What follows belongs to an exercise in optimizing a design on an open flow for small area; a production flow would make more cautious choices. The RTL was checked by simulation tests, not by an equivalence proof against the original design. Power figures rest on the tool's default switching activity, not on a simulated workload.

// dmaController
module dmaController (
  input  logic dma_if,
  input  logic rst,
  input  logic cs,
  input  logic wr,
  input  logic rd,
  input  dmaPkg::regAddr_t regAddr,
  input  dmaPkg::regByte_t wrData,
  output dmaPkg::regByte_t rdData,
  input  dmaPkg::channelMask_t dreq,
  output logic memValid,
  output dmaPkg::addrWord_t memAddr,
  output dmaPkg::channel_t memChannel,
  output logic memTc,
  input  logic memCredit
);
Size: roughly 50 I/O pins, ~12000 um^2 of cells after synthesis.
export LEC_CHECK = 0
export CAP_MARGIN = 20
export CORE_MARGIN = 2
export CORE_UTILIZATION = 65
export SLEW_MARGIN = 20
create_clock -name core_clock -period 5.0 [get_ports {dma_if}]
standard.sh (not shown) runs the stock make flow with config.mk's settings and CLKGATE_MAP_FILE= SYNTH_SCRIPT=/design/flow/synth_recipe.tcl, a recipe that flattens the netlist after the stock synthesis.
==> flow/flow/run.sh <==
#!/bin/bash
# Standard layout with an area-oriented ABC mapping in place of the speed script, small port
# buffers, and a clock tree of clkbuf_8 without dummy loads.
# The synthesis script is synth_recipe.tcl with only the abc command's -script argument replaced.
set -uo pipefail
W=$(pwd)
{
  cat <<EOF
proc abc {args} {
  set i [lsearch -exact \$args -script]
  if { \$i >= 0 } { set args [lreplace \$args [expr {\$i + 1}] [expr {\$i + 1}] $W/flow/area.abc] }
  yosys abc {*}\$args
}
EOF
  cat "$W/synth_recipe.tcl"
} > "$W/area_synth.tcl"
bash "$W/standard.sh" SYNTH_SCRIPT="$W/area_synth.tcl" \
  "BUFFER_PORTS_ARGS=-buffer_cell sky130_fd_sc_hd__buf_2" \
  "CTS_ARGS=-sink_clustering_enable -repair_clock_nets -dont_use_dummy_load -buf_list sky130_fd_sc_hd__clkbuf_8 -sink_clustering_size 16 -sink_clustering_max_diameter 60" \
  finish > "$W/standard_make.log" 2>&1
status=$?
cp -f "$W"/orfs/logs/*/dmaController/base/*.log "$W"/ 2>/dev/null
exit $status
==> flow/flow/area.abc <==
&get -n
&st
&dch -f
&nf -a -F 10 -A 10
&put
topo
The first run passed the timing, design-rule and antenna checks.
Change:
==> flow/run.sh (new file) <==
#!/bin/bash
# synth_recipe.tcl (not shown) runs the flow's synth.tcl, then flattens the netlist and writes it again
# the make line also repeats each setting of config.mk as NAME=value (left out here)
make -C /OpenROAD-flow-scripts/flow DESIGN_CONFIG=/design/flow/config.mk WORK_HOME=/design/flow/orfs CLKGATE_MAP_FILE= SYNTH_SCRIPT=/design/flow/synth_recipe.tcl finish
- CORE_UTILIZATION: 65 -> 70
- CTS_BUF_LIST: unset -> sky130_fd_sc_hd__clkbuf_8
- CTS_CLUSTER_DIAMETER: unset -> 60
- CTS_CLUSTER_SIZE: unset -> 16
removed: flow/flow/run.sh
removed: flow/flow/area.abc
removed: flow/standard.sh
Outcome: The changed run passed the timing, design-rule and antenna checks; synthesized area goes up by 16%; cell area went up by 14%; global-route usage climbs by 2.5 points; cell count is higher by 30%; total power grows by 7.5%; utilization went up by 5.6 points; sequential power stays flat; count of clock-buffer cells in the layout climbs by 3.
Change:
==> flow/flow/run.sh (new file) <==
#!/bin/bash
# Standard layout with an area-oriented ABC mapping in place of the speed script, small port
# buffers, and a clock tree of clkbuf_8 without dummy loads.
# The synthesis script is synth_recipe.tcl with only the abc command's -script argument replaced.
set -uo pipefail
W=$(pwd)
{
  cat <<EOF
proc abc {args} {
  set i [lsearch -exact \$args -script]
  if { \$i >= 0 } { set args [lreplace \$args [expr {\$i + 1}] [expr {\$i + 1}] $W/flow/area.abc] }
  yosys abc {*}\$args
}
EOF
  cat "$W/synth_recipe.tcl"
} > "$W/area_synth.tcl"
bash "$W/standard.sh" SYNTH_SCRIPT="$W/area_synth.tcl" \
  "BUFFER_PORTS_ARGS=-buffer_cell sky130_fd_sc_hd__buf_2" \
  "CTS_ARGS=-sink_clustering_enable -repair_clock_nets -dont_use_dummy_load -buf_list sky130_fd_sc_hd__clkbuf_8 -sink_clustering_size 16 -sink_clustering_max_diameter 60" \
  finish > "$W/standard_make.log" 2>&1
status=$?
cp -f "$W"/orfs/logs/*/dmaController/base/*.log "$W"/ 2>/dev/null
exit $status
==> flow/flow/area.abc (new file) <==
&get -n
&st
&dch -f
&nf -a -F 10 -A 10
&put
topo
==> flow/standard.sh (new file) <==
#!/bin/bash
# synth_recipe.tcl (not shown) runs the flow's synth.tcl, then flattens the netlist and writes it again
# the make line also repeats each setting of config.mk as NAME=value (left out here)
make -C /OpenROAD-flow-scripts/flow DESIGN_CONFIG=/design/flow/config.mk WORK_HOME=/design/flow/orfs CLKGATE_MAP_FILE= SYNTH_SCRIPT=/design/flow/synth_recipe.tcl "${@:-finish}"
- CORE_UTILIZATION: 70 -> 60
- CTS_BUF_LIST: sky130_fd_sc_hd__clkbuf_8 -> unset
- CTS_CLUSTER_DIAMETER: 60 -> unset
- CTS_CLUSTER_SIZE: 16 -> unset
removed: flow/run.sh
- The new run finished with timing, DRC and antenna clean
- non-clock buffer count drops by 7
- final cell count drops by 21%
- wire length drops by 12%
- worst setup slack gains 290 ps
- hold slack loses 28 ps
- sequential share of layout area climbs by 5.5 points

-- afterwards: timing with drivers on the ports --
Ports are ideal in the flow. The routed layouts listed here were re-timed in OpenROAD.
Step 1 sets driving cells, clkbuf_16 on the clock port and buf_2 on the other inputs (assumed; they add their load-dependent delay and slew).
Step 2 also shifts input and output timing later by t, the mid clock arrival at the registers, as if the neighbouring blocks saw the same clock.
a / b / c = no drivers / after step 1 / after step 2; a / b = the first two.
run	t (ns)	setup slack, ns	worst register clock-pin slew, ns
the first run	0.605	0.970 / 0.993 / 0.388	0.10 / 0.10
the second run	0.629	0.682 / 0.688 / 0.059	0.11 / 0.11
the third run	0.607	0.972 / 0.990 / 0.384	0.11 / 0.11
After both steps every run listed still meets setup and hold. For the second run, which loses most, drivers alone change the setup slack by +0.006 ns; drivers and shift together by -0.623 ns.
